Source: an optimization exercise on an open RTL-to-GDS flow (aim: small area, a short achievable clock period and few clock cycles). Production flows keep margins and buffers that such runs may drop. Function was checked by simulation only, so behaviour that the tests miss may differ from the original. Power is estimated from default activity; no workload was simulated.

`design/flow/flow/run.sh`:
```
#!/bin/bash
set -euo pipefail
bash standard.sh SETUP_SLACK_MARGIN=5.3 finish > standard_flow.log 2>&1
```
`design/flow/standard.sh`:
```
#!/bin/bash
# synth_recipe.tcl (not shown) runs the flow's synth.tcl, then flattens the netlist and writes it again
# the make line also repeats each setting of config.mk as NAME=value (left out here)
make -C /OpenROAD-flow-scripts/flow DESIGN_CONFIG=/design/flow/config.mk WORK_HOME=/design/flow/orfs CLKGATE_MAP_FILE= SYNTH_SCRIPT=/design/flow/synth_recipe.tcl "${@:-finish}"
```
`design/flow/config.mk`:
```
export PLATFORM = sky130hd
export DESIGN_NAME = playfair_stream_encrypter
export DESIGN_NICKNAME = playfair_stream_encrypter
export VERILOG_FILES = /design/flow/design.v
export SDC_FILE = /design/flow/constraint.sdc
export NUM_CORES = 4
export LEC_CHECK = 0
export CAP_MARGIN = 20
export CORE_MARGIN = 2
export CORE_UTILIZATION = 40
export CTS_BUF_LIST = sky130_fd_sc_hd__clkbuf_8 sky130_fd_sc_hd__clkbuf_16
export CTS_CLUSTER_DIAMETER = 80
export CTS_CLUSTER_SIZE = 25
export SETUP_SLACK_MARGIN = 5
export SLEW_MARGIN = 20
```
`design/flow/constraint.sdc`:
```
create_clock -name core_clock -period 8.0 [get_ports {clk}]
set_input_delay 1.6000 -clock core_clock [delete_from_list [all_inputs] [get_ports {clk}]]
set_output_delay 1.6000 -clock core_clock [all_outputs]
set_load 0.01 [all_outputs]
```
`design/flow/design.v`:
```
`default_nettype none
package pfse_pkg;
  localparam logic [4:0] FILLER_CODE = 5'd23;
  localparam logic [49:0] KEY_ROWS_01_RESET = 50'd75020730666187;
  localparam logic [49:0] KEY_ROWS_23_RESET = 50'd367878684816948;
  localparam logic [24:0] KEY_ROW_4_RESET   = 25'd16374553;
  function automatic logic [5:0] find_cell(logic [124:0] key, logic [4:0] want);
    logic [24:0] m;
    logic [24:0] cf;
    logic [4:0]  rowany;
    logic [4:0]  rowfirst;
    logic [4:0]  colfirst;
    logic        none;
    for (int i = 0; i < 25; i++) m[i] = (key[5*i +: 5] == want);
    for (int r = 0; r < 5; r++) begin
      rowany[r]  = |m[5*r +: 5];
      cf[5*r]    = m[5*r];
      cf[5*r+1]  = m[5*r+1] & ~m[5*r];
      cf[5*r+2]  = m[5*r+2] & ~|m[5*r +: 2];
      cf[5*r+3]  = m[5*r+3] & ~|m[5*r +: 3];
      cf[5*r+4]  = m[5*r+4] & ~|m[5*r +: 4];
    end
    none        = ~|rowany;
    rowfirst[0] = rowany[0] | none;
    rowfirst[1] = rowany[1] & ~rowany[0];
    rowfirst[2] = rowany[2] & ~|rowany[1:0];
    rowfirst[3] = rowany[3] & ~|rowany[2:0];
    rowfirst[4] = rowany[4] & ~|rowany[3:0];
    colfirst = {4'd0, none};
    for (int r = 0; r < 5; r++) colfirst = colfirst | ({5{rowfirst[r]}} & cf[5*r +: 5]);
    find_cell = {rowfirst[4], rowfirst[2] | rowfirst[3], rowfirst[1] | rowfirst[3],
                 colfirst[4], colfirst[2] | colfirst[3], colfirst[1] | colfirst[3]};
  endfunction
  function automatic logic [2:0] inc5(logic [2:0] x);
    inc5 = (x == 3'd4) ? 3'd0 : x + 3'd1;
  endfunction
  function automatic logic [4:0] sq_cell(logic [124:0] key, logic [2:0] r, logic [2:0] c);
    logic [24:0] row;
    logic [4:0]  v;
    row = '0;
    for (int i = 0; i < 5; i++) row = row | ({25{r == 3'(i)}} & key[25*i +: 25]);
    v = '0;
    for (int i = 0; i < 5; i++) v = v | ({5{c == 3'(i)}} & row[5*i +: 5]);
    sq_cell = v;
  endfunction
  function automatic logic [7:0] letter_byte(logic [4:0] code, logic lower);
    letter_byte = {3'b000, code} + (lower ? 8'd97 : 8'd65);
  endfunction
endpackage
`default_nettype wire
`default_nettype none
module playfair_stream_encrypter (
  input  wire logic        clk,
  input  wire logic        rst_n,
  input  wire logic        in_tvalid,
  output logic             in_tready,
  input  wire logic [7:0]  in_tdata,
  input  wire logic        in_tlast,
  output logic             out_tvalid,
  input  wire logic        out_tready,
  output logic [7:0]       out_tdata,
  output logic             out_tlast,
  output logic [1:0]       out_tuser,
  input  wire logic        cfg_valid,
  output logic             cfg_ready,
  input  wire logic [1:0]  cfg_index,
  input  wire logic [49:0] cfg_data
);
  logic [49:0]  key01_r;
  logic [49:0]  key23_r;
  logic [24:0]  key4_r;
  logic [124:0] key_sq;
  assign key_sq    = {key4_r, key23_r, key01_r};
  assign cfg_ready = 1'b1;
  always_ff @(posedge clk) begin
    if (!rst_n) begin
      key01_r <= pfse_pkg::KEY_ROWS_01_RESET;
      key23_r <= pfse_pkg::KEY_ROWS_23_RESET;
      key4_r  <= pfse_pkg::KEY_ROW_4_RESET;
    end else if (cfg_valid) begin
      case (cfg_index)
        2'd0: key01_r <= cfg_data;
        2'd1: key23_r <= cfg_data;
        2'd2: key4_r  <= cfg_data[24:0];
        default: ;
      endcase
    end
  end
  logic [7:0]  k_r, b_src;
  logic [5:0]  b_r;
  logic        bl_r, kl_r, bv_r, kv_r;
  logic        bisl_r, bissp_r;
  logic [4:0]  bwant_r;
  logic        take, in_acc;
  logic [6:0]  prev_r;    
  logic        held_r, ph_r;
  logic        is_letter, is_space, is_bad, rep, two, has_job, held_nxt;
  logic [4:0]  want_src;
  logic        reloc_r;
  logic        d_entry, d_hold, d_bad, d_bcur, d_la, d_lb, d_last, d_msg;
  logic [1:0]  d_asel;
  logic [5:0]  fpos, xpos, hpos_r, e_a, e_b;
  logic        pv_r, pbad_r, pla_r, plb_r, plast_r, pmsg_r;
  logic [5:0]  pa_r, pb_r;
  logic        p_free, p_load, p_done;
  logic        rav_r, rbv_r, r_acc, pop;
  logic        ral_r, ralast_r, ramsg_r, rabad_r;
  logic        rbl_r, rblast_r, rbmsg_r;
  logic [5:0]  rapos_r, rbpos_r;
  logic        ov_r, o_load;
  logic [10:0] o_r, push_d;
  assign in_tready = !kv_r;
  assign in_acc    = in_tvalid && !kv_r;
  always_ff @(posedge clk) begin
    if (!rst_n) begin
      bv_r <= 1'b0;
      kv_r <= 1'b0;
    end else if (!bv_r || take) begin
      bv_r <= kv_r || in_tvalid;
      kv_r <= 1'b0;
    end else if (in_acc) begin
      kv_r <= 1'b1;
    end
  end
  assign b_src    = kv_r ? k_r : in_tdata;
  assign want_src = (kv_r || in_tvalid) ? ((b_src[4:0] == 5'd10) ? 5'd8 : b_src[4:0] - 5'd1)
                                        : ((prev_r[4:0] == 5'd10) ? 5'd8 : prev_r[4:0] - 5'd1);
  always_ff @(posedge clk) begin
    if (!bv_r || take) begin
      b_r     <= b_src[5:0];
      bl_r    <= kv_r ? kl_r : in_tlast;
      bisl_r  <= ((b_src[7:5] == 3'b010) || (b_src[7:5] == 3'b011)) &&
                 (b_src[4:0] != 5'd0) && (b_src[4:0] <= 5'd26);
      bissp_r <= (b_src == 8'h20);
      bwant_r <= want_src;
    end
    if (!kv_r) begin
      k_r  <= in_tdata;
      kl_r <= in_tlast;
    end
  end
  always_comb begin
    is_letter = bisl_r;
    is_space  = bissp_r;
    is_bad    = !is_letter && !is_space;
    rep       = is_letter && (prev_r == {1'b1, b_r});
    held_nxt  = held_r ^ !rep;
    two       = bl_r && held_r && (is_bad || rep);
    has_job   = is_letter || is_bad || (bl_r && held_r);
    d_entry = 1'b1; d_hold = 1'b0; d_bad = 1'b0;
    d_asel  = 2'd0; d_la = prev_r[5]; d_bcur = 1'b0; d_lb = 1'b1;
    d_last  = 1'b1; d_msg = bl_r;
    if (ph_r) begin
      if (!is_bad) begin
        d_asel = 2'd2; d_la = b_r[5];
      end
    end else if (is_bad) begin
      d_bad = 1'b1; d_last = !two; d_msg = 1'b0;
    end else if (is_letter) begin
      d_hold = !bl_r && held_nxt;
      if (held_r) begin
        if (!rep) begin
          d_bcur = 1'b1; d_lb = b_r[5];
        end
        d_last = !two;
        d_msg  = bl_r && !two;
      end else if (rep) begin
        d_asel = 2'd1; d_la = 1'b1; d_bcur = 1'b1; d_lb = b_r[5];
      end else if (bl_r) begin
        d_asel = 2'd2; d_la = b_r[5];
      end else begin
        d_entry = 1'b0;
      end
    end
  end
  assign p_load = bv_r && has_job && d_entry && p_free;
  assign take   = bv_r && (!(has_job && d_entry) || (p_free && (!two || ph_r)));
  always_ff @(posedge clk) begin
    if (!rst_n) begin
      prev_r <= 7'd0;
      held_r <= 1'b0;
      ph_r   <= 1'b0;
    end else begin
      if (p_load) ph_r <= two && !ph_r;
      if (take) begin
        if (bl_r) begin
          prev_r <= 7'd0;
          held_r <= 1'b0;
        end else if (is_letter) begin
          prev_r <= {1'b1, b_r};
          held_r <= held_nxt;
        end
      end
    end
  end
  always_comb begin
    fpos = pfse_pkg::find_cell(key_sq, bwant_r);
    xpos = pfse_pkg::find_cell(key_sq, pfse_pkg::FILLER_CODE);
    case (d_asel)
      2'd0:    e_a = hpos_r;
      2'd1:    e_a = xpos;
      default: e_a = fpos;
    endcase
    e_b = d_bcur ? fpos : xpos;
  end
  always_ff @(posedge clk) begin
    if (!rst_n) reloc_r <= 1'b0;
    else        reloc_r <= cfg_valid;
    if ((take && d_hold) || (!bv_r && reloc_r)) hpos_r <= fpos;
  end
  assign p_done = pv_r && r_acc;
  assign p_free = !pv_r || p_done;
  always_ff @(posedge clk) begin
    if (!rst_n) begin
      pv_r <= 1'b0;
    end else begin
      if (p_load)      pv_r <= 1'b1;
      else if (p_done) pv_r <= 1'b0;
    end
  end
  always_ff @(posedge clk) begin
    if (p_load) begin
      pbad_r  <= d_bad;
      pla_r   <= d_la;
      plb_r   <= d_lb;
      pa_r    <= e_a;
      pb_r    <= e_b;
      plast_r <= d_last;
      pmsg_r  <= d_msg;
    end
  end
  logic       srow, scol;
  logic [2:0] ra, ca, rb, cb, oar, oac, obr, obc;
  always_comb begin
    ra   = pa_r[5:3]; ca = pa_r[2:0];
    rb   = pb_r[5:3]; cb = pb_r[2:0];
    srow = (ra == rb);
    scol = (ca == cb);
    oar  = (!srow && scol) ? pfse_pkg::inc5(ra) : ra;
    obr  = (!srow && scol) ? pfse_pkg::inc5(rb) : rb;
    oac  = srow ? pfse_pkg::inc5(ca) : scol ? ca : cb;
    obc  = srow ? pfse_pkg::inc5(cb) : scol ? cb : ca;
  end
  assign pop   = rav_r && o_load;
  assign r_acc = !rav_r || (!rbv_r && o_load);
  always_ff @(posedge clk) begin
    if (!rst_n) begin
      rav_r <= 1'b0;
      rbv_r <= 1'b0;
    end else if (pv_r && r_acc) begin
      rav_r <= 1'b1;
      rbv_r <= !pbad_r;
    end else if (pop) begin
      rav_r <= rbv_r;
      rbv_r <= 1'b0;
    end
  end
  always_ff @(posedge clk) begin
    if (pv_r && r_acc) begin
      rapos_r  <= {oar, oac};
      ral_r    <= pla_r;
      ralast_r <= pbad_r && plast_r;
      ramsg_r  <= 1'b0;
      rabad_r  <= pbad_r;
      rbpos_r  <= {obr, obc};
      rbl_r    <= plb_r;
      rblast_r <= plast_r;
      rbmsg_r  <= pmsg_r;
    end else if (pop) begin
      rapos_r  <= rbpos_r;
      ral_r    <= rbl_r;
      ralast_r <= rblast_r;
      ramsg_r  <= rbmsg_r;
      rabad_r  <= 1'b0;
    end
  end
  logic [4:0] cellv;
  always_comb begin
    cellv = pfse_pkg::sq_cell(key_sq, rapos_r[5:3], rapos_r[2:0]);
    if (rabad_r)
      push_d = {8'd0, ralast_r, 1'b0, 1'b1};
    else
      push_d = {pfse_pkg::letter_byte(cellv, ral_r), ralast_r, ramsg_r, 1'b0};
  end
  assign o_load = !ov_r || out_tready;
  always_ff @(posedge clk) begin
    if (!rst_n) begin
      ov_r <= 1'b0;
    end else if (o_load) begin
      ov_r <= rav_r;
    end
  end
  always_ff @(posedge clk) begin
    if (o_load) o_r <= push_d;
  end
  assign out_tvalid   = ov_r;
  assign out_tdata    = o_r[10:3];
  assign out_tlast    = o_r[2];
  assign out_tuser[0] = o_r[1];
  assign out_tuser[1] = o_r[0];
endmodule
`default_nettype wire
```
==> impl_metrics.toml, run 1 <==
[sta]
skew_ps = 22.7
drv_slew = 0
worst_pin_slew_ps = 833
period_minus_slack_ps = 2850
finalHoldViolations = 0
rsz0062_at_grt = "true"
post-route-period-util_pct = 35.6
fmax_ghz = 0.351
hold_slack_ps = 443
tns_ps = 0
relSlewSlack_pct = 44.0
finalSetupViolations = 0
fin_ws_ps = 5150

[placed_design]
place_congestion = 0.924
hpwlAfterDp_um = 24700
dp_cells = 1784
portBuffers = 78
dpl_cell_area_mm2 = 0.0133
pre_cts_ws_ps = 4320

[clocking]
path_clk_slew_ps = 90
tritoncts = "done"
htree_levels = 1
cts.sinks = 217
cts_buffers = 15
worstSkewPairLatency_ps = 500
cts-root-buf = "clkbuf_16"
cts_buffer_depth = 3
cts_hold_buf = 0

[route]
route.met3.wl_um = 3050
dr_total_vias = 10332
ant_nets = 0
routedLengthMet1_um = 15800
wl_met2_um = 16800
dr.pass1.iters = 5
viasPerCell = 5.54
first_iter_violations = 856
remaining_drc_errors = 0
wl_um = 37200
top_layer_used = "met5"
wl_per_cell_um = 20.0

[worst_setup_path]
cp_data_required_time_ps = 8240
worstSetupEndpoint = "o_r[8]"
r2r_slack_ps = 5150
cp_max_fo = 6
arrival_ps = 3090
critical_path.startpoint = "rapos_r[3]"
crit_path_end_kind = "register"
worstRegToRegCells = 11
r2r_end = "o_r[8]"
startpoint_type = "register"
critPathKind = "register to register"
timing.rr.start = "rapos_r[3]"

[logic_synthesis]
syn-num-nets = 1457
seq_area_frac_synth_pct = 40.4
ys_types = 76
yosysWarnings = 1
ys_ff_latch = 217
synth_enable_flop_cells = 66
async_reset_ff_share_pct = 0
synth-main-ff-cell = "dfxtp_1"
netlist_area_mm2 = 0.0124
syn_inst = 1376
avgSynthCellArea_um2 = 8.99

[global_routing]
grtUsageTotal_pct = 22.2
grt_pass1_wl_um = 57200
grt_overflow = 0
grt_max_degree = 95
grt_pass1_vias = 9965
grt_antenna_before_repair = 0

[finish]
post-route-cell-area_mm2 = 0.0149
drive_above_1_share_pct = 15.8
final_cell_mix = "299 x nand2_1, 150 x dfxtp_1, 102 x nand3_1, 76 x xnor2_1, 73 x a21boi_0"
multi_input_area_mm2 = 0.00728
utilization_pct = 48.7
insertedDiodeCount = 0
area_growth_pct = 20.1
n_fill_cell = 2885
nets = 1541
stdcell_count = 1864
layout_commonest_cell = "nand2_1"
register_area_mm2 = 0.00501

[die]
die_h_um = 180
core_area_mm2 = 0.0305
row_count = 64
die_w_um = 180
initial_core_util_pct = 40.6
dieArea_mm2 = 0.0324
io_pins = 80

[power_and_ir_drop]
pwr-share-comb_pct = 19.6
power_density_mw_per_mm2 = 171
switching_share_pct = 30.1
total_power_mw = 2.54
p_sw_uw = 765
power.clock.fraction_pct = 31.6
ir_drop_v = 0.000183
seqPwrFrac_pct = 48.9
p_int_mw = 1.78
p_leak_nw = 5.56

[hold_path]
hold_class = "register to register"

[outcome]
status = "complete, no violations"

[run]
cap_violations = 0
-- cell usage after synthesis, types with 24 or more instances --
master	number	area [um2]
a21boi_0	73	548
a21oi_1	24	120
clkbuf_1	49	184
dfxtp_1	151	3020
edfxtp_1	66	1980
inv_1	35	131
nand2_1	301	1130
nand3_1	110	551
nand4_1	28	175
nor2_1	59	221
nor2b_1	26	163
nor3_1	33	165
o21ai_0	33	165
xnor2_1	76	666
xor2_1	72	631
-- how the worst min path moves through the flow --
stage | start | endpoint | slack, ps | cells past startpoint
4_1_cts | ralast_r | o_r[2] | 440 | 0
5_1_grt | plb_r | rbl_r | 460 | 0
3_3_place_gp | ralast_r | o_r[2] | 410 | 0
2_1_floorplan | ralast_r | o_r[2] | 400 | 0
3_5_place_dp | ralast_r | o_r[2] | 420 | 0
6_report | ralast_r | o_r[2] | 440 | 0
-- sequential cells by signal, summed over array words and instances (netlist names), 7 cells and up --
name / flops
key4_r: 25
key23_r: 50
key01_r: 50
prev_r: 7
o_r: 11
k_r: 8
-- layout make-up --
class | instances | area share [%]
Timing Repair inverter | 1 | 0.0505
Sequential cell | 217 | 33.7
Clock buffer | 15 | 2.53
Tap cell | 396 | 3.33
Multi-Input combinational cell | 1048 | 49.0
Inverter | 35 | 0.951
Timing Repair Buffer | 142 | 9.69
Clock inverter | 10 | 0.733
-- routing by layer --
| metal | vias to the layer above | GRT usage [%] |
|---|---|---|
| li1 | 4973 | - |
| met1 | 4872 | 29.4 |
| met2 | 401 | 35.4 |
| met3 | 84 | 5.09 |
| met4 | 2 | 8.23 |
| met5 | - | 1.33 |
-- critical path, stage by stage (launching register included) --
cell	delay [ps]
edfxtp_1	390
buf_6	110
buf_12	130
mux4_2	530
a221oi_2	380
nor3_2	140
a211o_1	370
buf_6	140
o211a_4	140
nand2_2	70
xor2_1	130
nor2_1	50
-- power by group through the flow --
stage / Combinational (mW) / Clock, mW / Sequential (mW)
2_1_floorplan: 0.312 / 0 / 1.25
3_3_place_gp: 0.418 / 0 / 1.26
3_5_place_dp: 0.425 / 0 / 1.27
4_1_cts: 0.460 / 0.825 / 1.24
5_1_grt: 0.540 / 0.862 / 1.25
6_report: 0.498 / 0.803 / 1.24
-- cells by family after synthesis --
logic type / Yosys count / share of synthesized area, %
compound gates: 203 / 11.6
xor+xnor: 148 / 10.5
fa+ha+maj: 15 / 1.52
buf+inv: 113 / 4.70
flops: 217 / 40.4
mux: 46 / 6.51
other cells: 1 / 0.0303
simple gates: 633 / 24.7
-- repair_timing --
item,4_1_cts,5_1_grt
setup buffers,23,25
pin swaps,18,27
resized for setup,118,62
gates cloned,4,3
endpoints found under the setup margin,230,158
Testbench counts, summed over its fixed seeds: cycles 16,698.
==> run 2, diff against run 1 <==
==> design/flow/flow/run.sh (replaced) <==
#!/bin/bash
set -euo pipefail
bash standard.sh SETUP_SLACK_MARGIN=5.12 finish > standard_flow.log 2>&1
==> run 2 against run 1 <==
Sequential share of layout area up 1.5 points; clock-buffer cell count up 2; cell count down 2.3%; largest cell class unchanged; highest routed layer is now met4.
==> impl_metrics.toml, run 2 <==
[finish]
stdcell_count = 1822
drive_above_1_share_pct = 10.4
area_growth_pct = 15.1
layout_commonest_cell = "nand2_1"
nets = 1498
reg_top3 = "key01_r x50, key23_r x50, key4_r x25"
insertedDiodeCount = 0
final_cell_mix = "300 x nand2_1, 150 x dfxtp_1, 110 x nand3_1, 76 x xnor2_1, 73 x a21boi_0"

[logic_synthesis]
syn-num-nets = 1457
yosys.area.top_type = "dfxtp_1"
avgSynthCellArea_um2 = 8.99
seq_area_frac_synth_pct = 40.4
synth-main-ff-cell = "dfxtp_1"
synth.most_common_cell = "nand2_1"
netlist_area_mm2 = 0.0124
async_reset_ff_share_pct = 0
synth_commonest_cells = "301 x nand2_1, 151 x dfxtp_1, 110 x nand3_1"
synth_area_leaders = "dfxtp_1 24%, edfxtp_1 16%, nand2_1 9.1%, xnor2_1 5.4%, xor2_1 5.1%"
ys_ff_latch = 217
syn_inst = 1376
yosysWarnings = 1
synth_top_area_share_pct = 24.4
synth_enable_flop_cells = 66
ys_types = 76

[sta]
drv_slew = 0
finalHoldViolations = 0
rsz0062_at_grt = "true"
skew_ps = 18.7
worst_pin_slew_ps = 856
period_minus_slack_ps = 2850
finalSetupViolations = 0
post-route-period-util_pct = 35.6
fmax_ghz = 0.351
tns_ps = 0
relSlewSlack_pct = 42.5

[global_routing]
grt_pass1_wl_um = 55800
grt_overflow = 0
grt_max_degree = 94
grtUsageTotal_pct = 21.4
grt_antenna_before_repair = 0
grt_pass1_vias = 9637

[clocking]
worstSkewPairLatency_ps = 510
cts_buffers = 15
cts.sinks = 217
cts_hold_buf = 0
path_clk_slew_ps = 90
cts-root-buf = "clkbuf_16"
cts_buffer_depth = 3
htree_levels = 1
tritoncts = "done"

[power_and_ir_drop]
power_density_mw_per_mm2 = 177
total_power_mw = 2.53
p_leak_nw = 5.30
ir_drop_v = 0.000114

[run]
cap_violations = 0

[worst_setup_path]
crit_top_cell = "nor2_1"
r2r_end = "o_r[7]"
startpoint_type = "register"
cp_num_buf_inv = 1
cp_max_fo = 12
r2r_slack_ps = 5150
critical_path.startpoint = "rapos_r[3]"
worstRegToRegCells = 10
path_cells = "buf_12 > mux4_2 > a221oi_4 > o32a_1 > o31ai_4 > ha_2 > o21ai_1 > nor2_1 > xor2_1 > nor2_1"
cp_num_cells = 10
cp_top_family = "compound AO/OA/AOI/OAI gates"
crit_path_end_kind = "register"
critPathKind = "register to register"
slowest_stage = "mux4_2"
timing.rr.start = "rapos_r[3]"
slowest_delay_ps = 570
cp_data_required_time_ps = 8260
arrival_ps = 3110

[route]
dr.pass1.iters = 5
remaining_drc_errors = 0
wl_um = 35000
ant_nets = 0
viasPerCell = 5.51
wl_per_cell_um = 19.2
dr_total_vias = 10033
first_iter_violations = 791

[hold_path]
hold_depth = 0
hold_class = "register to register"
hold_path_end = "rbl_r"
min_from = "plb_r"

[die]
row_count = 64
dieArea_mm2 = 0.0324
initial_core_util_pct = 40.6
core_area_mm2 = 0.0305
io_pins = 80
die_w_um = 180
die_h_um = 180

[placed_design]
portBuffers = 78
place_congestion = 0.925
hpwlAfterDp_um = 24600
dp_cells = 1784

[outcome]
status = "complete, no violations"
run 2: cell counts after synthesis:
No cell type changed its count.
run 2: kinds of logic after synthesis:
kind of cell             after synthesis  share of synthesized area, %
AND/OR/NAND/NOR                      633                          24.7
other                                  1                        0.0303
flip-flops                           217                          40.4
XOR/XNOR                             148                          10.5
AO/OA/AOI/OAI                        203                          11.6
adder cells (fa/ha/maj)               15                          1.52
buffers and inverters                113                          4.70
multiplexers                          46                          6.51
run 2: power breakdown:
part	switching, mW	total, mW	internal (mW)
Combinational	0.254	0.450	0.197
Sequential	0.0520	1.24	1.19
Clock	0.435	0.834	0.399
Total	0.741	2.53	1.78
run 2: final cells by class:
| cell class | instances | area, um2 |
|---|---|---|
| clock buffer | 17 | 414 |
| clock inverter | 9 | 108 |
| fill | 2935 | 16300 |
| inverter | 35 | 135 |
| multi-input combinational | 1047 | 7040 |
| sequential | 217 | 5010 |
| tap | 396 | 495 |
| timing repair buffer | 101 | 1040 |
run 2: worst register-to-register path, delay by kind of cell, from the launching register on:
family / cells / cell delay (ps)
flops: 1 / 420
compound gates: 4 / 910
buf+inv: 1 / 180
mux: 1 / 590
simple gates: 2 / 130
xor+xnor: 1 / 150
fa+ha+maj: 1 / 230
run 2: repair_timing:
action,in CTS,in global routing
resized for setup,40,31
gates cloned,2,0
buffers inserted,2,7
setup endpoints to repair,164,104
pin swaps,5,6
run 2: worst max path at each step:
stage                       endpoint  slack [ps]
after floorplan            hpos_r[0]        5130
after global placement    key4_r[11]        4420
after detailed placement   prev_r[5]        4350
after CTS                 key4_r[15]        4920
after global routing          o_r[7]        5050
final                         o_r[7]        5150
run 2: per-stage QoR:
step                      hold WS (ps)  util (%)  worst slack (ps)  instance area (um2)
after CTS                          440      46.0              4920                14000
after detailed placement           413      43.7              4350                13300
final                              437      46.7              5150                14200
after global routing               464      46.7              5050                14200
after global placement             424      43.7              4420                13300
after floorplan                    400         -              5130                12400
run 2: routing by layer:
layer | vias to the layer above | global-route usage [%] | routed length (um)
li1 | 4892 | - | -
met1 | 4758 | 30.0 | 15700
met2 | 323 | 34.7 | 16000
met3 | 60 | 2.90 | 2300
met4 | 0 | 6.11 | 992
met5 | - | 0 | 0
==> run 3, diff against run 2 <==
--- a/design/flow/config.mk
+++ b/design/flow/config.mk
@@ -7,7 +7,7 @@
 export LEC_CHECK = 0
 export CAP_MARGIN = 20
 export CORE_MARGIN = 2
-export CORE_UTILIZATION = 40
+export CORE_UTILIZATION = 55
 export CTS_BUF_LIST = sky130_fd_sc_hd__clkbuf_8 sky130_fd_sc_hd__clkbuf_16
 export CTS_CLUSTER_DIAMETER = 80
 export CTS_CLUSTER_SIZE = 25
==> run 3 against run 2 <==
First-iteration DRC count fell by 2.3%; critical path type is now primary input to register; clock skew rose by 3.2 ps; die area fell by 27%; hold slack got worse by 7.8 ps; combinational power rose by 1%; largest cell class unchanged; cell count fell by 5.7%.
==> impl_metrics.toml, run 3 <==
[global_routing]
grt_overflow = 0
grt_antenna_before_repair = 0
grt_pass1_wl_um = 53900
grtUsageTotal_pct = 29.0
grt_max_degree = 91
grt_pass1_vias = 9399

[worst_setup_path]
r2r_slack_ps = 5210
critPathKind = "primary input to register"
crit_path_end_kind = "register"
cp_max_fo = 50
critical_path.startpoint = "cfg_valid"
startpoint_type = "primary input"
arrival_ps = 3160
cp_data_required_time_ps = 8330
worstRegToRegCells = 10
timing.rr.start = "rapos_r[3]"
r2r_end = "o_r[8]"

[sta]
worst_pin_slew_ps = 821
finalSetupViolations = 0
fin_ws_ps = 5170
relSlewSlack_pct = 44.8
period_minus_slack_ps = 2830
post-route-period-util_pct = 35.4
drv_slew = 0
rsz0062_at_grt = "true"
skew_ps = 21.9
fmax_ghz = 0.353
finalHoldViolations = 0
tns_ps = 0

[run]
cap_violations = 0

[logic_synthesis]
seq_area_frac_synth_pct = 40.4
synth_xor_area_share_pct = 10.5
synth_top_family_by_area = "simple AND/OR/NAND/NOR gates"
netlist_area_mm2 = 0.0124
synth_area_leaders = "dfxtp_1 24%, edfxtp_1 16%, nand2_1 9.1%, xnor2_1 5.4%, xor2_1 5.1%"
syn_inst = 1376
synth_commonest_cells = "301 x nand2_1, 151 x dfxtp_1, 110 x nand3_1"
synth.most_common_cell = "nand2_1"
ys_types = 76
synth_top_area_share_pct = 24.4
synth_simple_gate_area_share_pct = 24.7
yosysWarnings = 1
synth-main-ff-cell = "dfxtp_1"
synth_compound_area_share_pct = 11.6
avgSynthCellArea_um2 = 8.99
async_reset_ff_share_pct = 0
synthMuxAreaShare_pct = 6.51
syn-num-nets = 1457
synth_enable_flop_cells = 66
yosys.area.top_type = "dfxtp_1"
ys_ff_latch = 217
synthAdderAreaFrac_pct = 1.52

[finish]
n_fill_cell = 1895
post-route-cell-area_mm2 = 0.0142
area_growth_pct = 14.9
layout_commonest_cell = "nand2_1"
multi_input_area_mm2 = 0.00707
nets = 1513
utilization_pct = 64.8
final_cell_mix = "300 x nand2_1, 150 x dfxtp_1, 110 x nand3_1, 76 x xnor2_1, 73 x a21boi_0"
insertedDiodeCount = 0
drive_above_1_share_pct = 11.5
register_area_mm2 = 0.00501
reg_top3 = "key01_r x50, key23_r x50, key4_r x25"

[clocking]
cts_hold_buf = 0
htree_levels = 1
cts.sinks = 217
cts-root-buf = "clkbuf_16"
cts_buffers = 14
worstSkewPairLatency_ps = 500
cts_buffer_depth = 3
tritoncts = "done"
path_clk_slew_ps = 90

[power_and_ir_drop]
ir_drop_v = 0.000180
power_density_mw_per_mm2 = 176
total_power_mw = 2.50
p_leak_nw = 5.37

[hold_path]
hold_path_end = "o_r[2]"
hold_depth = 0
hold_class = "register to register"
min_from = "ralast_r"

[placed_design]
place_congestion = 0.969
hpwlAfterDp_um = 24400
pre_cts_ws_ps = 4330
dpl_cell_area_mm2 = 0.0132
portBuffers = 78

[route]
dr_total_vias = 10327
dr.pass1.iters = 6
wl_um = 35600
first_iter_violations = 773
viasPerCell = 6.01
wl_per_cell_um = 20.7
ant_nets = 0
remaining_drc_errors = 0

[outcome]
status = "complete, no violations"

[die]
initial_core_util_pct = 56.4
row_count = 54
core_area_mm2 = 0.0220
dieArea_mm2 = 0.0237
die_h_um = 154
io_pins = 80
die_w_um = 154
## run 3: cell count changes in the layout (fill, tap and decap cells not counted), sizes merged
cell	previous run	this run
clkbuf	17	19
buf	23	36
bufbuf	1	0
clkinvlp	1	3
bufinv	0	1
dlymetal6s2s	1	2
inv	39	35
dlygate4sd2	13	12
## run 3: timing repair
action	4_1_cts	5_1_grt
cloned	1	3
gates resized for setup	38	39
pin swaps	3	6
buffers inserted	4	16
setup endpoints to repair	177	99
## run 3: through the flow
stage | instances | hold WS, ps
after floorplan | 1376 | 400
after global placement | 1672 | 407
after detailed placement | 1672 | 409
after CTS | 1700 | 431
after global routing | 1719 | 435
final | 1719 | 429
## run 3: cells by family after synthesis
family	count (synthesis)
fa+ha+maj	15
buf+inv	113
flops	217
compound gates	203
other cells	1
xor+xnor	148
simple gates	633
mux	46
## run 3: layout make-up
class,count,area share [%]
multi-input cells,1047,49.7
flip-flops and latches,217,35.2
repair buffers,117,8.30
clock buffers,15,2.64
well taps,280,2.46
inverters,35,0.977
clock inverters,8,0.704
## run 3: critical path, cell delays in order
cell and delay [ps]:
clkdlybuf4s50_1 620, or3b_4 690, nand2_1 170, nand3_1 80
## run 3: power breakdown
group	leakage (nW)	switching, mW	internal [mW]
clock network	0.231	0.410	0.389
logic	3.25	0.256	0.200
registers	1.89	0.0534	1.19
## run 3: worst max-delay path by stage
stage	endpoint	slack, ps	cells past startpoint
floorplan	hpos_r[0]	5130	6
global placement	key01_r[37]	4400	4
detailed placement	key23_r[45]	4330	5
CTS	in_tready	4880	2
global route	key23_r[19]	5020	5
finish	key01_r[37]	5170	4
## run 3: layer usage
layer / vias up / GRT usage (%) / part of all wire, %
met5: - / 0 / 0
met4: 0 / 7.03 / 2.4
met3: 56 / 3.24 / 7.1
met2: 393 / 45.4 / 45
met1: 4970 / 43.1 / 45
li1: 4908 / - / -
==> run 4, diff against run 3 <==
--- a/design/flow/design.v
+++ b/design/flow/design.v
@@ -96,10 +96,10 @@
   logic        held_r, ph_r;
   logic        is_letter, is_space, is_bad, rep, two, has_job, held_nxt;
   logic [4:0]  want_src;
-  logic        reloc_r;
+  logic [1:0]  kc_r;      
   logic        d_entry, d_hold, d_bad, d_bcur, d_la, d_lb, d_last, d_msg;
   logic [1:0]  d_asel;
-  logic [5:0]  fpos, xpos, hpos_r, e_a, e_b;
+  logic [5:0]  fpos, xpos_r, hpos_r, e_a, e_b;
   logic        pv_r, pbad_r, pla_r, plb_r, plast_r, pmsg_r;
   logic [5:0]  pa_r, pb_r;
   logic        p_free, p_load, p_done;
@@ -115,6 +115,9 @@
     if (!rst_n) begin
       bv_r <= 1'b0;
       kv_r <= 1'b0;
+    end else if (kc_r == 2'd2) begin
+      bv_r <= 1'b0;
+      if (in_acc) kv_r <= 1'b1;
     end else if (!bv_r || take) begin
       bv_r <= kv_r || in_tvalid;
       kv_r <= 1'b0;
@@ -123,8 +126,11 @@
     end
   end
   assign b_src    = kv_r ? k_r : in_tdata;
-  assign want_src = (kv_r || in_tvalid) ? ((b_src[4:0] == 5'd10) ? 5'd8 : b_src[4:0] - 5'd1)
-                                        : ((prev_r[4:0] == 5'd10) ? 5'd8 : prev_r[4:0] - 5'd1);
+  assign want_src = ((kv_r || in_tvalid) && (kc_r != 2'd2))
+                      ? ((b_src[4:0] == 5'd10) ? 5'd8 : b_src[4:0] - 5'd1)
+                      : (cfg_valid || !rst_n)
+                        ? ((prev_r[4:0] == 5'd10) ? 5'd8 : prev_r[4:0] - 5'd1)
+                        : pfse_pkg::FILLER_CODE;
   always_ff @(posedge clk) begin
     if (!bv_r || take) begin
       b_r     <= b_src[5:0];
@@ -195,18 +201,18 @@
   end
   always_comb begin
     fpos = pfse_pkg::find_cell(key_sq, bwant_r);
-    xpos = pfse_pkg::find_cell(key_sq, pfse_pkg::FILLER_CODE);
     case (d_asel)
       2'd0:    e_a = hpos_r;
-      2'd1:    e_a = xpos;
+      2'd1:    e_a = xpos_r;
       default: e_a = fpos;
     endcase
-    e_b = d_bcur ? fpos : xpos;
+    e_b = d_bcur ? fpos : xpos_r;
   end
   always_ff @(posedge clk) begin
-    if (!rst_n) reloc_r <= 1'b0;
-    else        reloc_r <= cfg_valid;
-    if ((take && d_hold) || (!bv_r && reloc_r)) hpos_r <= fpos;
+    if (!rst_n || cfg_valid) kc_r <= 2'd2;
+    else if (kc_r != 2'd0)   kc_r <= kc_r - 2'd1;
+    if ((take && d_hold) || (kc_r == 2'd2)) hpos_r <= fpos;
+    if (kc_r == 2'd1) xpos_r <= fpos;
   end
   assign p_done = pv_r && r_acc;
   assign p_free = !pv_r || p_done;
==> design/flow/flow/run.sh (replaced) <==
#!/bin/bash
set -euo pipefail
bash standard.sh SETUP_SLACK_MARGIN=5.04 finish > standard_flow.log 2>&1
--- a/design/flow/config.mk
+++ b/design/flow/config.mk
@@ -7,7 +7,7 @@
 export LEC_CHECK = 0
 export CAP_MARGIN = 20
 export CORE_MARGIN = 2
-export CORE_UTILIZATION = 55
+export CORE_UTILIZATION = 40
 export CTS_BUF_LIST = sky130_fd_sc_hd__clkbuf_8 sky130_fd_sc_hd__clkbuf_16
 export CTS_CLUSTER_DIAMETER = 80
 export CTS_CLUSTER_SIZE = 25
==> run 4 against run 3 <==
Clock-buffer cell count is the same; largest cell class unchanged; sequential share of layout area grew 2.8 points; critical path type unchanged; still clean; final area shrank 3.8%; maximum frequency shrank 3.3%; hold slack lost 1.1 ps.
==> impl_metrics.toml, run 4 <==
[power_and_ir_drop]
power_density_mw_per_mm2 = 185
p_leak_nw = 5.18
total_power_mw = 2.53
ir_drop_v = 0.000119

[finish]
layout_commonest_cell = "nand2_1"
insertedDiodeCount = 0
final_cell_mix = "299 x nand2_1, 151 x dfxtp_1, 107 x nand3_1, 78 x xnor2_1, 72 x edfxtp_1"
nets = 1457
drive_above_1_share_pct = 8.76
stdcell_count = 1771
utilization_pct = 46.3
n_fill_cell = 2884
post-route-cell-area_mm2 = 0.0137
area_growth_pct = 14.2
reg_top3 = "key01_r x50, key23_r x50, key4_r x25"

[sta]
rsz0062_at_grt = "true"
finalHoldViolations = 0
drv_slew = 0
skew_ps = 29.0
tns_ps = 0
period_minus_slack_ps = 2930
worst_pin_slew_ps = 977
hold_slack_ps = 428
fmax_ghz = 0.342
fin_ws_ps = 5070
relSlewSlack_pct = 34.9
post-route-period-util_pct = 36.6
finalSetupViolations = 0

[worst_setup_path]
cp_data_required_time_ps = 8420
slowest_delay_ps = 880
slowest_stage = "and3b_4"
r2r_slack_ps = 5180
worstSetupEndpoint = "key23_r[19]"
timing.rr.start = "rapos_r[5]"
r2r_end = "o_r[8]"
critical_path.startpoint = "cfg_index[1]"
cp_max_fo = 50
crit_path_end_kind = "register"
arrival_ps = 3350
worstRegToRegCells = 8
critPathKind = "primary input to register"
startpoint_type = "primary input"
path_cells = "clkdlybuf4s50_1 > and3b_4 > nand2_1 > a21boi_0"

[route]
wl_um = 32600
dr.pass1.iters = 5
ant_nets = 0
viasPerCell = 5.38
first_iter_violations = 748
remaining_drc_errors = 0
dr_total_vias = 9523
wl_per_cell_um = 18.4

[global_routing]
use_met2_pct = 31.1
grtUsageTotal_pct = 20.6
busiest_layer = "met2"
grt_overflow = 0
grt_antenna_before_repair = 0
grt_pass1_vias = 8709
use_met1_pct = 30.6
use_met3_pct = 3.39
grt_max_degree = 100
grt_pass1_wl_um = 50400

[clocking]
cts_hold_buf = 0
tritoncts = "done"
cts-root-buf = "clkbuf_16"
cts.sinks = 224
cts_buffers = 14
path_clk_slew_ps = 100
htree_levels = 1
cts_buffer_depth = 3
worstSkewPairLatency_ps = 500

[logic_synthesis]
avgSynthCellArea_um2 = 8.97
netlist_area_mm2 = 0.0120
synth_xor_area_share_pct = 10.6
synth_simple_gate_area_share_pct = 20.4
synth_compound_area_share_pct = 12.3
synth_enable_flop_cells = 72
synth_top_family_by_area = "simple AND/OR/NAND/NOR gates"
syn-num-nets = 1419
synth.most_common_cell = "nand2_1"
yosysWarnings = 1
synth_commonest_cells = "302 x nand2_1, 152 x dfxtp_1, 108 x nand3_1"
synthAdderAreaFrac_pct = 1.88
synth-main-ff-cell = "dfxtp_1"
ys_ff_latch = 224
synth_top_area_share_pct = 25.4
synthMuxAreaShare_pct = 6.59
seq_area_frac_synth_pct = 43.5
synth_area_leaders = "dfxtp_1 25%, edfxtp_1 18%, nand2_1 9.5%, xnor2_1 5.7%, xor2_1 4.9%"
ys_types = 70
syn_inst = 1335
yosys.area.top_type = "dfxtp_1"
async_reset_ff_share_pct = 0

[die]
core_area_mm2 = 0.0296
initial_core_util_pct = 40.5
row_count = 63
die_h_um = 177
dieArea_mm2 = 0.0313
io_pins = 80
die_w_um = 177

[placed_design]
portBuffers = 78
dpl_cell_area_mm2 = 0.0129
dp_cells = 1733
place_congestion = 0.872
hpwlAfterDp_um = 22900
pre_cts_ws_ps = 3980

[hold_path]
hold_class = "register to register"

[run]
cap_violations = 0

[outcome]
status = "complete, no violations"
## run 4: where the power goes
group          total (mW)  switching [mW]  internal [mW]
Sequential           1.30          0.0534           1.25
Clock               0.760           0.406          0.354
Combinational       0.475           0.271          0.204
Total                2.53           0.730           1.80
## run 4: kinds of logic after synthesis
logic type,after synthesis
multiplexers,63
flip-flops,224
AO/OA/AOI/OAI,212
adder cells (fa/ha/maj),18
buffers and inverters,122
XOR/XNOR,145
AND/OR/NAND/NOR,550
other,1
## run 4: critical path: cells and delay by family
family                 cells  cell delay [ps]
AO/OA/AOI/OAI              1              160
AND/OR/NAND/NOR            2             1010
buffers and inverters      1              550
## run 4: worst min path at each step
| stage | startpoint | to | depth (start not counted) |
|---|---|---|---|
| 2_1_floorplan | ralast_r | o_r[2] | 0 |
| 3_3_place_gp | ralast_r | o_r[2] | 0 |
| 3_5_place_dp | ralast_r | o_r[2] | 0 |
| 4_1_cts | ralast_r | o_r[2] | 0 |
| 5_1_grt | ralast_r | o_r[2] | 0 |
| 6_report | ralast_r | o_r[2] | 0 |
## run 4: what timing repair did
action	4_1_cts	5_1_grt
setup buffers	6	7
setup endpoints to repair	171	94
cloned	1	0
pin swaps	3	2
resized for setup	25	33
## run 4: final cells by class
cell class	instances	area (um2)	area share, %
Clock inverter	9	66.3	0.485
Sequential cell	224	5210	38.1
Tap cell	390	488	3.57
Multi-Input combinational cell	990	6370	46.5
Inverter	39	153	1.12
Clock buffer	15	375	2.74
Timing Repair Buffer	104	1020	7.49
## run 4: per-layer routing
layer	wire [um]	share of wire [%]	vias up
met2	14200	44	294
met1	15400	47	4531
li1	-	-	4662
met3	2240	6.9	36
met4	719	2.2	0
met5	0	0	-
Testbench counts of run 4, summed over its fixed seeds: cycles 16,722.
==> run 5, diff against run 4 <==
==> design/flow/flow/run.sh (replaced) <==
#!/bin/bash
set -euo pipefail
bash standard.sh SETUP_SLACK_MARGIN=5.12 finish > standard_flow.log 2>&1
==> run 5 against run 4 <==
Still clean; area after synthesis unchanged; clock skew fell by 15 ps; sequential power hardly changed; non-clock buffer count grew 25.
==> impl_metrics.toml, run 5 <==
[finish]
layout_commonest_cell = "nand2_1"
stdcell_count = 1798
area_growth_pct = 16.2
drive_above_1_share_pct = 10.9
final_cell_mix = "299 x nand2_1, 151 x dfxtp_1, 107 x nand3_1, 78 x xnor2_1, 72 x edfxtp_1"
nets = 1484
n_fill_cell = 2885
insertedDiodeCount = 0
reg_top3 = "key01_r x50, key23_r x50, key4_r x25"

[power_and_ir_drop]
pwr-share-comb_pct = 18.9
seqPwrFrac_pct = 50.5
total_power_mw = 2.57
ir_drop_v = 0.000117
p_sw_uw = 753
power_density_mw_per_mm2 = 185
switching_share_pct = 29.3
p_leak_nw = 5.26
power.clock.fraction_pct = 30.6
p_int_mw = 1.82

[global_routing]
grtUsageTotal_pct = 20.8
grt_overflow = 0
grt_antenna_before_repair = 0
grt_pass1_wl_um = 51100
grt_max_degree = 89
grt_pass1_vias = 9060

[clocking]
cts.sinks = 224
htree_levels = 1
path_clk_slew_ps = 90
cts-root-buf = "clkbuf_16"
cts_buffers = 15
worstSkewPairLatency_ps = 500
tritoncts = "done"
cts_hold_buf = 0
cts_buffer_depth = 3

[logic_synthesis]
synth_top_area_share_pct = 25.4
netlist_area_mm2 = 0.0120
synth.most_common_cell = "nand2_1"
seq_area_frac_synth_pct = 43.5
avgSynthCellArea_um2 = 8.97
yosys.area.top_type = "dfxtp_1"
synth_commonest_cells = "302 x nand2_1, 152 x dfxtp_1, 108 x nand3_1"
synth_enable_flop_cells = 72
ys_ff_latch = 224
synth-main-ff-cell = "dfxtp_1"
syn-num-nets = 1419
async_reset_ff_share_pct = 0
synth_area_leaders = "dfxtp_1 25%, edfxtp_1 18%, nand2_1 9.5%, xnor2_1 5.7%, xor2_1 4.9%"
yosysWarnings = 1
syn_inst = 1335
ys_types = 70

[route]
remaining_drc_errors = 0
first_iter_violations = 772
dr.pass1.iters = 6
ant_nets = 0
dr_total_vias = 9660
viasPerCell = 5.37
wl_um = 33600
wl_per_cell_um = 18.7

[sta]
post-route-period-util_pct = 35.3
finalSetupViolations = 0
period_minus_slack_ps = 2830
tns_ps = 0
relSlewSlack_pct = 43.8
worst_pin_slew_ps = 837
finalHoldViolations = 0
drv_slew = 0
rsz0062_at_grt = "false"
skew_ps = 14.4
fmax_ghz = 0.354

[worst_setup_path]
cp_num_buf_inv = 2
cp_max_fo = 5
path_cells = "clkdlybuf4s50_1 > nor2b_4 > clkinv_4 > a21boi_2 > nand2_2 > nand2_4 > and2_4 > nor2_1 > o221a_2"
slowest_stage = "clkdlybuf4s50_1"
slowest_delay_ps = 450
arrival_ps = 3220
crit_path_end_kind = "register"
critPathKind = "primary input to register"
startpoint_type = "primary input"
cp_top_family = "simple AND/OR/NAND/NOR gates"
cp_data_required_time_ps = 8390

[die]
row_count = 63
die_h_um = 177
core_area_mm2 = 0.0296
dieArea_mm2 = 0.0313
die_w_um = 177
io_pins = 80
initial_core_util_pct = 40.5

[hold_path]
hold_class = "register to register"

[run]
cap_violations = 0

[placed_design]
dp_cells = 1733
portBuffers = 78
hpwlAfterDp_um = 22900
place_congestion = 0.878

[outcome]
status = "complete, no violations"
## run 5: path summary, 6_finish.rpt
kind / from / slack, ps / end / cells past startpoint
max reg2reg: rapos_r[5] / 5190 / o_r[8] / 8
min: ralast_r / 420 / o_r[2] / 0
min reg2reg: ralast_r / 420 / o_r[2] / 0
max: out_tready / 5170 / prev_r[6] / 9
## run 5: metrics by stage
stage                     cell area [um2]  util [%]  hold WS, ps  setup WS (ps)
after floorplan                     12000         -          400           5100
after global placement              13000      43.8          407           4160
after detailed placement            13000      43.8          406           4100
after CTS                           13600      45.9          428           4870
after global routing                13900      47.1          463           5120
final                               13900      47.1          422           5170
## run 5: logic make-up after synthesis
logic type | after synthesis | share of synthesized area, %
other | 1 | 0.0313
DFF | 224 | 43.5
and+or+nand+nor | 550 | 20.4
xor gates and xnor gates | 145 | 10.6
buffers and inverters | 122 | 4.74
AOI/OAI and AO/OA | 212 | 12.3
muxes | 63 | 6.59
adders and majority gates | 18 | 1.88
## run 5: power by group through the flow
stage	combinational (mW)	clock (mW)	sequential, mW
after floorplan	0.338	0	1.30
after global placement	0.453	0	1.32
after detailed placement	0.457	0	1.32
after CTS	0.464	0.806	1.30
after global routing	0.534	0.844	1.31
final	0.487	0.786	1.30
## run 5: area by class of cell
class                      count  area (um2)  share of cell area [%]
multi-input combinational    991        6400                    46.0
sequential                   224        5210                    37.4
timing repair buffer         129        1210                    8.68
tap                          390         488                    3.51
clock buffer                  15         375                    2.70
inverter                      39         159                    1.14
clock inverter                10        83.8                   0.602
## run 5: what timing repair did
item | in CTS | in global routing
cloned | 0 | 3
buffers inserted | 9 | 28
pin swaps | 3 | 2
endpoints found under the setup margin | 195 | 127
gates resized for setup | 39 | 26
## run 5: per-layer routing
layer	global-route usage [%]	part of all wire, %
met1	30.0	47
met2	31.2	43
met3	4.19	7.6
met4	6.58	2.8
met5	0	0
==> run 6, diff against run 5 <==
==> design/flow/flow/run.sh (replaced) <==
#!/bin/bash
set -euo pipefail
bash standard.sh SETUP_SLACK_MARGIN=5.08 finish > standard_flow.log 2>&1
--- a/design/flow/config.mk
+++ b/design/flow/config.mk
@@ -7,7 +7,7 @@
 export LEC_CHECK = 0
 export CAP_MARGIN = 20
 export CORE_MARGIN = 2
-export CORE_UTILIZATION = 40
+export CORE_UTILIZATION = 45
 export CTS_BUF_LIST = sky130_fd_sc_hd__clkbuf_8 sky130_fd_sc_hd__clkbuf_16
 export CTS_CLUSTER_DIAMETER = 80
 export CTS_CLUSTER_SIZE = 25
==> run 6 against run 5 <==
Register-to-register slack better by 40 ps; synthesized cell count unchanged; total power is 0.31% lower; sequential cell count did not move; critical endpoint unchanged; largest power group unchanged.
==> impl_metrics.toml, run 6 <==
[die]
die_w_um = 167
die_h_um = 167
row_count = 59
dieArea_mm2 = 0.0279
initial_core_util_pct = 45.8
core_area_mm2 = 0.0261
io_pins = 80

[worst_setup_path]
startpoint_type = "primary input"
arrival_ps = 3250
cp_data_required_time_ps = 8390
cp_max_fo = 13
critPathKind = "primary input to register"
crit_path_end_kind = "register"

[sta]
finalSetupViolations = 0
drv_slew = 0
fmax_ghz = 0.349
hold_slack_ps = 433
worst_pin_slew_ps = 878
period_minus_slack_ps = 2870
rsz0062_at_grt = "false"
relSlewSlack_pct = 41.0
skew_ps = 28.6
fin_ws_ps = 5130
finalHoldViolations = 0
post-route-period-util_pct = 35.8
tns_ps = 0

[clocking]
cts.sinks = 224
cts_buffers = 14
path_clk_slew_ps = 100
worstSkewPairLatency_ps = 500
cts-root-buf = "clkbuf_16"
cts_buffer_depth = 3
htree_levels = 1
tritoncts = "done"

[route]
ant_nets = 0
first_iter_violations = 850
remaining_drc_errors = 0
viasPerCell = 5.62
dr.pass1.iters = 18
dr_total_vias = 9752
wl_per_cell_um = 19.8
wl_um = 34300

[logic_synthesis]
synth_enable_flop_cells = 72
syn_inst = 1335
yosys.area.top_type = "dfxtp_1"
ys_types = 70
synth-main-ff-cell = "dfxtp_1"
syn-num-nets = 1419
yosysWarnings = 1
synth.most_common_cell = "nand2_1"
synth_top_area_share_pct = 25.4
avgSynthCellArea_um2 = 8.97
synth_commonest_cells = "302 x nand2_1, 152 x dfxtp_1, 108 x nand3_1"
seq_area_frac_synth_pct = 43.5
async_reset_ff_share_pct = 0
synth_area_leaders = "dfxtp_1 25%, edfxtp_1 18%, nand2_1 9.5%, xnor2_1 5.7%, xor2_1 4.9%"
netlist_area_mm2 = 0.0120
ys_ff_latch = 224

[run]
cap_violations = 0

[placed_design]
pre_cts_ws_ps = 4030
place_congestion = 0.896
hpwlAfterDp_um = 22500
portBuffers = 78

[finish]
layout_commonest_cell = "nand2_1"
final_cell_mix = "299 x nand2_1, 151 x dfxtp_1, 107 x nand3_1, 78 x xnor2_1, 72 x edfxtp_1"
drive_above_1_share_pct = 9.73
area_growth_pct = 14.9
reg_top3 = "key01_r x50, key23_r x50, key4_r x25"
nets = 1474

[global_routing]
grt_pass1_vias = 9063
grt_antenna_before_repair = 1
grt_max_degree = 84
grtUsageTotal_pct = 24.0
grt_overflow = 0
grt_pass1_wl_um = 52700

[power_and_ir_drop]
power_density_mw_per_mm2 = 186
p_leak_nw = 5.22
ir_drop_v = 0.000138

[outcome]
status = "complete, no violations"

[hold_path]
hold_class = "register to register"
==> run 6: cell types whose count changed in the layout (fill, tap and decap cells not counted), moves of 2 or more <==
cell | before | now
buf_4 | 43 | 30
clkinv_2 | 2 | 0
inv_1 | 37 | 39
or3b_4 | 0 | 2
==> run 6: cell families after synthesis <==
family,share of synthesized area (%)
other cells,0.0313
flops,43.5
mux,6.59
fa+ha+maj,1.88
xor+xnor,10.6
simple gates,20.4
buf+inv,4.74
compound gates,12.3
==> run 6: cell type report <==
type	count	area, um2
timing repair buffer	117	1100
fill	2522	12400
antenna	1	2.50
sequential	224	5210
multi-input combinational	994	6420
inverter	39	159
clock buffer	16	389
clock inverter	8	65.1
tap	335	419
==> run 6: stage by stage <==
step	instance area (um2)	power (mW)	std cells	util (%)
finish	13800	2.56	1734	52.7
global route	13800	2.68	1734	52.7
CTS	13500	2.56	1718	51.7
detailed placement	12900	1.78	1678	49.3
global placement	12900	1.77	1677	49.2
floorplan	12000	1.64	1335	-
==> run 6: path summary, 6_finish.rpt <==
kind	start	endpoint	slack (ps)	cells past startpoint
setup reg to reg	rapos_r[3]	o_r[7]	5230	7
hold reg to reg	ralast_r	o_r[2]	430	0
hold / removal	ralast_r	o_r[2]	430	0
setup / recovery	out_tready	prev_r[6]	5130	9
==> run 6: power by group <==
part           internal (mW)  switching, mW
sequential              1.25         0.0519
combinational          0.207          0.279
clock                  0.364          0.416
==> run 6: what timing repair did <==
item	CTS	global route
setup endpoints to repair	119	111
gates resized for setup	36	31
pin swaps	4	2
hold buffers	0	0
gates cloned	4	2
buffers inserted	12	13
==> run 6: layer usage <==
metal	up-vias	share of wire (%)	track usage, %	wire length (um)
met5	-	0	0	0
met4	0	2.1	6.09	703
met3	44	7.5	3.78	2580
met2	355	43	36.1	14900
met1	4643	47	35.9	16100
li1	4710	-	-	-
==> run 6: worst max-delay path, stage by stage <==
cell	delay (ps)
clkdlybuf4s50_1	440
nor2b_4	210
inv_6	100
a21boi_4	190
nand2_4	90
nand2_4	140
and2_4	190
nor2_1	50
o221a_2	240
==> run 7, diff against run 6 <==
--- a/design/flow/config.mk
+++ b/design/flow/config.mk
@@ -7,7 +7,7 @@
 export LEC_CHECK = 0
 export CAP_MARGIN = 20
 export CORE_MARGIN = 2
-export CORE_UTILIZATION = 45
+export CORE_UTILIZATION = 40
 export CTS_BUF_LIST = sky130_fd_sc_hd__clkbuf_8 sky130_fd_sc_hd__clkbuf_16
 export CTS_CLUSTER_DIAMETER = 80
 export CTS_CLUSTER_SIZE = 25
==> run 7 against run 6 <==
Synthesized cell count unchanged; via count decreased by 2.5%; final area fell by 0.30%; routed wire length shrank 5.4%.
==> impl_metrics.toml, run 7 <==
[route]
dr_total_vias = 9506
remaining_drc_errors = 0
ant_nets = 0
viasPerCell = 5.35
first_iter_violations = 867
wl_per_cell_um = 18.3
wl_um = 32400
dr.pass1.iters = 5

[logic_synthesis]
async_reset_ff_share_pct = 0
netlist_area_mm2 = 0.0120
avgSynthCellArea_um2 = 8.97
syn-num-nets = 1419
synth.most_common_cell = "nand2_1"
yosys.area.top_type = "dfxtp_1"
synth_commonest_cells = "302 x nand2_1, 152 x dfxtp_1, 108 x nand3_1"
synth_enable_flop_cells = 72
syn_inst = 1335
ys_ff_latch = 224
synth_area_leaders = "dfxtp_1 25%, edfxtp_1 18%, nand2_1 9.5%, xnor2_1 5.7%, xor2_1 4.9%"
seq_area_frac_synth_pct = 43.5
ys_types = 70
synth-main-ff-cell = "dfxtp_1"
synth_top_area_share_pct = 25.4
yosysWarnings = 1

[die]
initial_core_util_pct = 40.5
core_area_mm2 = 0.0296
io_pins = 80
die_w_um = 177
dieArea_mm2 = 0.0313
die_h_um = 177
row_count = 63

[finish]
nets = 1462
final_cell_mix = "299 x nand2_1, 151 x dfxtp_1, 107 x nand3_1, 78 x xnor2_1, 72 x edfxtp_1"
n_fill_cell = 2878
insertedDiodeCount = 0
area_growth_pct = 14.6
layout_commonest_cell = "nand2_1"
register_area_mm2 = 0.00521
multi_input_area_mm2 = 0.00636
drive_above_1_share_pct = 9.16
reg_top3 = "key01_r x50, key23_r x50, key4_r x25"

[placed_design]
portBuffers = 78
place_congestion = 0.864
hpwlAfterDp_um = 22700
pre_cts_ws_ps = 4290

[worst_setup_path]
cp_max_fo = 4
timing.rr.start = "rapos_r[4]"
startpoint_type = "primary input"
r2r_end = "o_r[7]"
r2r_slack_ps = 5200
cp_data_required_time_ps = 8380
path_cells = "clkdlybuf4s50_1 > nor2b_4 > inv_4 > a21boi_2 > nand2_2 > nand2_4 > and2_4 > nor2_1 > o221a_2"
arrival_ps = 3190
slowest_delay_ps = 440
worstRegToRegCells = 10
critPathKind = "primary input to register"
slowest_stage = "clkdlybuf4s50_1"
crit_path_end_kind = "register"

[clocking]
path_clk_slew_ps = 90
cts-root-buf = "clkbuf_16"
cts.sinks = 224
htree_levels = 1
cts_hold_buf = 0
worstSkewPairLatency_ps = 500
cts_buffer_depth = 3
tritoncts = "done"
cts_buffers = 14

[outcome]
status = "complete, no violations"

[run]
cap_violations = 0

[power_and_ir_drop]
p_leak_nw = 5.14
power_density_mw_per_mm2 = 185
ir_drop_v = 0.000128

[sta]
worst_pin_slew_ps = 885
period_minus_slack_ps = 2810
finalSetupViolations = 0
tns_ps = 0
skew_ps = 16.7
post-route-period-util_pct = 35.1
relSlewSlack_pct = 40.5
rsz0062_at_grt = "true"
drv_slew = 0
fin_ws_ps = 5190
finalHoldViolations = 0
fmax_ghz = 0.356

[hold_path]
min_from = "ralast_r"
hold_class = "register to register"
hold_path_end = "o_r[2]"
hold_depth = 0

[global_routing]
grt_overflow = 0
grt_pass1_vias = 8899
grtUsageTotal_pct = 20.8
grt_antenna_before_repair = 0
grt_pass1_wl_um = 51400
grt_max_degree = 102
run 7: where the power goes:
part	switching [mW]	leakage [nW]	internal (mW)
registers	0.0536	1.94	1.25
logic	0.271	2.97	0.206
clock network	0.407	0.228	0.355
run 7: layer usage:
metal | routed length [um] | up-vias | track usage [%]
li1 | - | 4661 | -
met1 | 15400 | 4509 | 31.2
met2 | 14200 | 300 | 31.9
met3 | 2200 | 36 | 2.99
met4 | 592 | 0 | 3.75
met5 | 0 | - | 0
run 7: repair_timing:
item	in CTS	in global routing
setup endpoints to repair	187	70
resized for setup	35	24
gates cloned	1	0
setup buffers	5	12
pin swaps	3	1
run 7: how the worst max path moves through the flow:
stage | startpoint | slack, ps | to
2_1_floorplan | out_tready | 5130 | hpos_r[0]
3_3_place_gp | out_tready | 4340 | b_r[0]
3_5_place_dp | out_tready | 4290 | bwant_r[4]
4_1_cts | kv_r | 4870 | in_tready
5_1_grt | cfg_index[1] | 5050 | key23_r[45]
6_report | out_tready | 5190 | prev_r[6]
run 7: cells by family after synthesis:
group	synth area share (%)
simple gates	20.4
flops	43.5
compound gates	12.3
xor+xnor	10.6
buf+inv	4.74
mux	6.59
fa+ha+maj	1.88
other cells	0.0313
run 7: per-stage QoR:
step	util [%]	total power, mW	std cells	cell area [um2]	hold WS, ps
after global routing	46.4	2.66	1776	13700	450
after detailed placement	43.8	1.78	1734	13000	422
after global placement	43.8	1.77	1734	13000	419
after floorplan	-	1.64	1335	12000	400
final	46.4	2.54	1776	13700	456
after CTS	45.7	2.55	1764	13500	445
run 7: layout make-up:
class	count	area share [%]
flip-flops and latches	224	38.0
multi-input cells	990	46.4
well taps	390	3.56
clock buffers	15	2.74
clock inverters	9	0.501
inverters	39	1.11
repair buffers	109	7.77
run 7: critical path: cells and delay by family:
family                 cells  cell delay [ps]
buffers and inverters      2              490
AOI/OAI and AO/OA          2              410
and+or+nand+nor            5              680
==> run 8, diff against run 7 <==
--- a/design/flow/config.mk
+++ b/design/flow/config.mk
@@ -9,7 +9,7 @@
 export CORE_MARGIN = 2
 export CORE_UTILIZATION = 40
 export CTS_BUF_LIST = sky130_fd_sc_hd__clkbuf_8 sky130_fd_sc_hd__clkbuf_16
-export CTS_CLUSTER_DIAMETER = 80
-export CTS_CLUSTER_SIZE = 25
+export CTS_CLUSTER_DIAMETER = 90
+export CTS_CLUSTER_SIZE = 30
 export SETUP_SLACK_MARGIN = 5
 export SLEW_MARGIN = 20
==> run 8 against run 7 <==
Critical path type unchanged; sequential share of layout area fell by 0.083 points; critical endpoint unchanged; die area did not move; still clean on timing, DRC and antenna; maximum frequency fell by 1.4%; final area rose by 0.22%; setup slack got worse by 40 ps; cell count barely moved.
==> impl_metrics.toml, run 8 <==
[outcome]
status = "complete, no violations"

[route]
ant_nets = 0
dr_total_vias = 9525
first_iter_violations = 779
wl_um = 32500
dr.pass1.iters = 5
wl_per_cell_um = 18.3
remaining_drc_errors = 0
viasPerCell = 5.36

[logic_synthesis]
yosys.area.top_type = "dfxtp_1"
synth_commonest_cells = "302 x nand2_1, 152 x dfxtp_1, 108 x nand3_1"
synth.most_common_cell = "nand2_1"
synth_area_leaders = "dfxtp_1 25%, edfxtp_1 18%, nand2_1 9.5%, xnor2_1 5.7%, xor2_1 4.9%"
synth-main-ff-cell = "dfxtp_1"
ys_ff_latch = 224
yosysWarnings = 1
avgSynthCellArea_um2 = 8.97
syn-num-nets = 1419
synth_top_area_share_pct = 25.4
netlist_area_mm2 = 0.0120
synth_enable_flop_cells = 72
ys_types = 70
seq_area_frac_synth_pct = 43.5
async_reset_ff_share_pct = 0
syn_inst = 1335

[finish]
layout_commonest_cell = "nand2_1"
drive_above_1_share_pct = 9.16
reg_top3 = "key01_r x50, key23_r x50, key4_r x25"
register_area_mm2 = 0.00521
final_cell_mix = "299 x nand2_1, 151 x dfxtp_1, 107 x nand3_1, 78 x xnor2_1, 72 x edfxtp_1"
n_fill_cell = 2873
nets = 1465
area_growth_pct = 14.8
insertedDiodeCount = 0
multi_input_area_mm2 = 0.00637

[sta]
finalHoldViolations = 0
fmax_ghz = 0.351
finalSetupViolations = 0
rsz0062_at_grt = "true"
tns_ps = 0
post-route-period-util_pct = 35.6
drv_slew = 0
period_minus_slack_ps = 2850
skew_ps = 10.6
relSlewSlack_pct = 40.0
worst_pin_slew_ps = 893

[worst_setup_path]
worstRegToRegCells = 9
slowest_stage = "clkdlybuf4s50_1"
arrival_ps = 3230
slowest_delay_ps = 450
critical_path.startpoint = "out_tready"
critPathKind = "primary input to register"
startpoint_type = "primary input"
crit_top_cell = "nand2_4"
r2r_end = "pa_r[1]"
cp_top_family = "simple AND/OR/NAND/NOR gates"
crit_path_end_kind = "register"
cp_num_buf_inv = 2
cp_data_required_time_ps = 8380
cp_max_fo = 13
path_cells = "clkdlybuf4s50_1 > nor2b_4 > inv_4 > a21boi_4 > nand2_4 > nand2_4 > and2_4 > nor2_1 > o221a_2"
timing.rr.start = "bwant_r[0]"
r2r_slack_ps = 5220

[die]
die_w_um = 177
die_h_um = 177
dieArea_mm2 = 0.0313
io_pins = 80
core_area_mm2 = 0.0296
initial_core_util_pct = 40.5
row_count = 63

[global_routing]
grt_pass1_wl_um = 51200
grt_pass1_vias = 8913
grt_max_degree = 102
grt_antenna_before_repair = 0
grtUsageTotal_pct = 20.8
grt_overflow = 0

[placed_design]
place_congestion = 0.864
portBuffers = 78
hpwlAfterDp_um = 22700

[clocking]
cts_buffers = 13
tritoncts = "done"
worstSkewPairLatency_ps = 480
cts-root-buf = "clkbuf_16"
htree_levels = 1
cts_buffer_depth = 3
cts_hold_buf = 0
path_clk_slew_ps = 100
cts.sinks = 224

[hold_path]
hold_class = "register to register"
hold_path_end = "o_r[2]"
hold_depth = 0
min_from = "ralast_r"

[run]
cap_violations = 0

[power_and_ir_drop]
p_leak_nw = 5.16
total_power_mw = 2.54
power_density_mw_per_mm2 = 184
ir_drop_v = 0.000111
[run 8: worst max path at each step]
stage	endpoint	slack [ps]	cells after the start
global placement	b_r[0]	4340	7
global route	rbv_r	5020	5
floorplan	hpos_r[0]	5130	7
CTS	in_tready	4870	2
finish	prev_r[6]	5150	9
detailed placement	bwant_r[4]	4290	7
[run 8: through the flow]
step	hold slack, ps	cell area, um2	cells	utilization [%]	worst slack, ps
after floorplan	400	12000	1335	-	5130
after detailed placement	422	13000	1734	43.8	4290
after global placement	419	13000	1734	43.8	4340
after CTS	448	13500	1760	45.7	4870
after global routing	455	13800	1777	46.5	5020
final	445	13800	1777	46.5	5150
[run 8: where the power goes]
part,switching [mW],internal (mW)
logic,0.273,0.210
clock network,0.406,0.347
registers,0.0537,1.25
[run 8: kinds of logic (layout without fill, tap and decap cells)]
| kind of cell | after synthesis | count (layout) | share of synthesized area (%) |
|---|---|---|---|
| xor+xnor | 145 | 145 | 10.6 |
| buf+inv | 122 | 173 | 4.74 |
| simple gates | 550 | 551 | 20.4 |
| other cells | 1 | 1 | 0.0313 |
| fa+ha+maj | 18 | 18 | 1.88 |
| compound gates | 212 | 212 | 12.3 |
| mux | 63 | 63 | 6.59 |
| flops | 224 | 224 | 43.5 |
[run 8: timing repair]
item,CTS,global route
cloned,1,0
buffers inserted,4,17
gates resized for setup,38,22
setup endpoints to repair,197,56
pin swaps,2,2
[run 8: metal layers]
metal	GRT usage (%)	routed length, um	up-vias
met5	0	0	-
met4	4.55	670	0
met1	30.3	15400	4523
met3	4.10	2250	35
met2	31.8	14200	302
li1	-	-	4665
[run 8: area by class of cell]
cell class	count	share of cell area, %
Clock buffer	13	2.37
Sequential cell	224	37.9
Clock inverter	8	0.701
Inverter	39	1.11
Tap cell	390	3.55
Timing Repair Buffer	113	8.06
Multi-Input combinational cell	990	46.3

-- what the ideal ports hide --
No port has a modelled driver above. Below, the same layouts with a new extraction and two added sets of constraints.
Step 1 sets driving cells, clkbuf_16 on the clock port and buf_2 on the other inputs (assumed; they add their load-dependent delay and slew).
Step 2 moves the port delays by t, midway between the first and last clock arrival at a register: inputs arrive t later, outputs are due t later. That takes back most of the time a late clock gives input paths.
a / b / c = no drivers / after step 1 / after step 2; a / b = the first two.
| run | shift t [ns] | setup slack, ns | clock arrival spread, ns | worst data-port slew with drivers (ns) |
|---|---|---|---|---|
| run 1 | 0.532 | 5.148 / 5.148 / 4.817 | 0.023 / 0.023 | 0.05 |
| run 2 | 0.544 | 5.150 / 5.150 / 4.691 | 0.019 / 0.019 | 0.05 |
| run 3 | 0.538 | 5.169 / 5.182 / 4.650 | 0.027 / 0.028 | 0.05 |
| run 4 | 0.538 | 5.073 / 5.094 / 4.557 | 0.029 / 0.029 | 0.05 |
| run 5 | 0.538 | 5.174 / 5.187 / 4.654 | 0.016 / 0.016 | 0.05 |
| run 6 | 0.534 | 5.133 / 5.152 / 4.618 | 0.030 / 0.030 | 0.05 |
| run 7 | 0.534 | 5.189 / 5.202 / 4.681 | 0.022 / 0.023 | 0.05 |
| run 8 | 0.524 | 5.149 / 5.174 / 4.650 | 0.013 / 0.013 | 0.05 |
After both steps setup and hold are still met in every run listed. For run 5, which loses most, drivers alone change the setup slack by +0.013 ns; drivers and shift together by -0.520 ns.
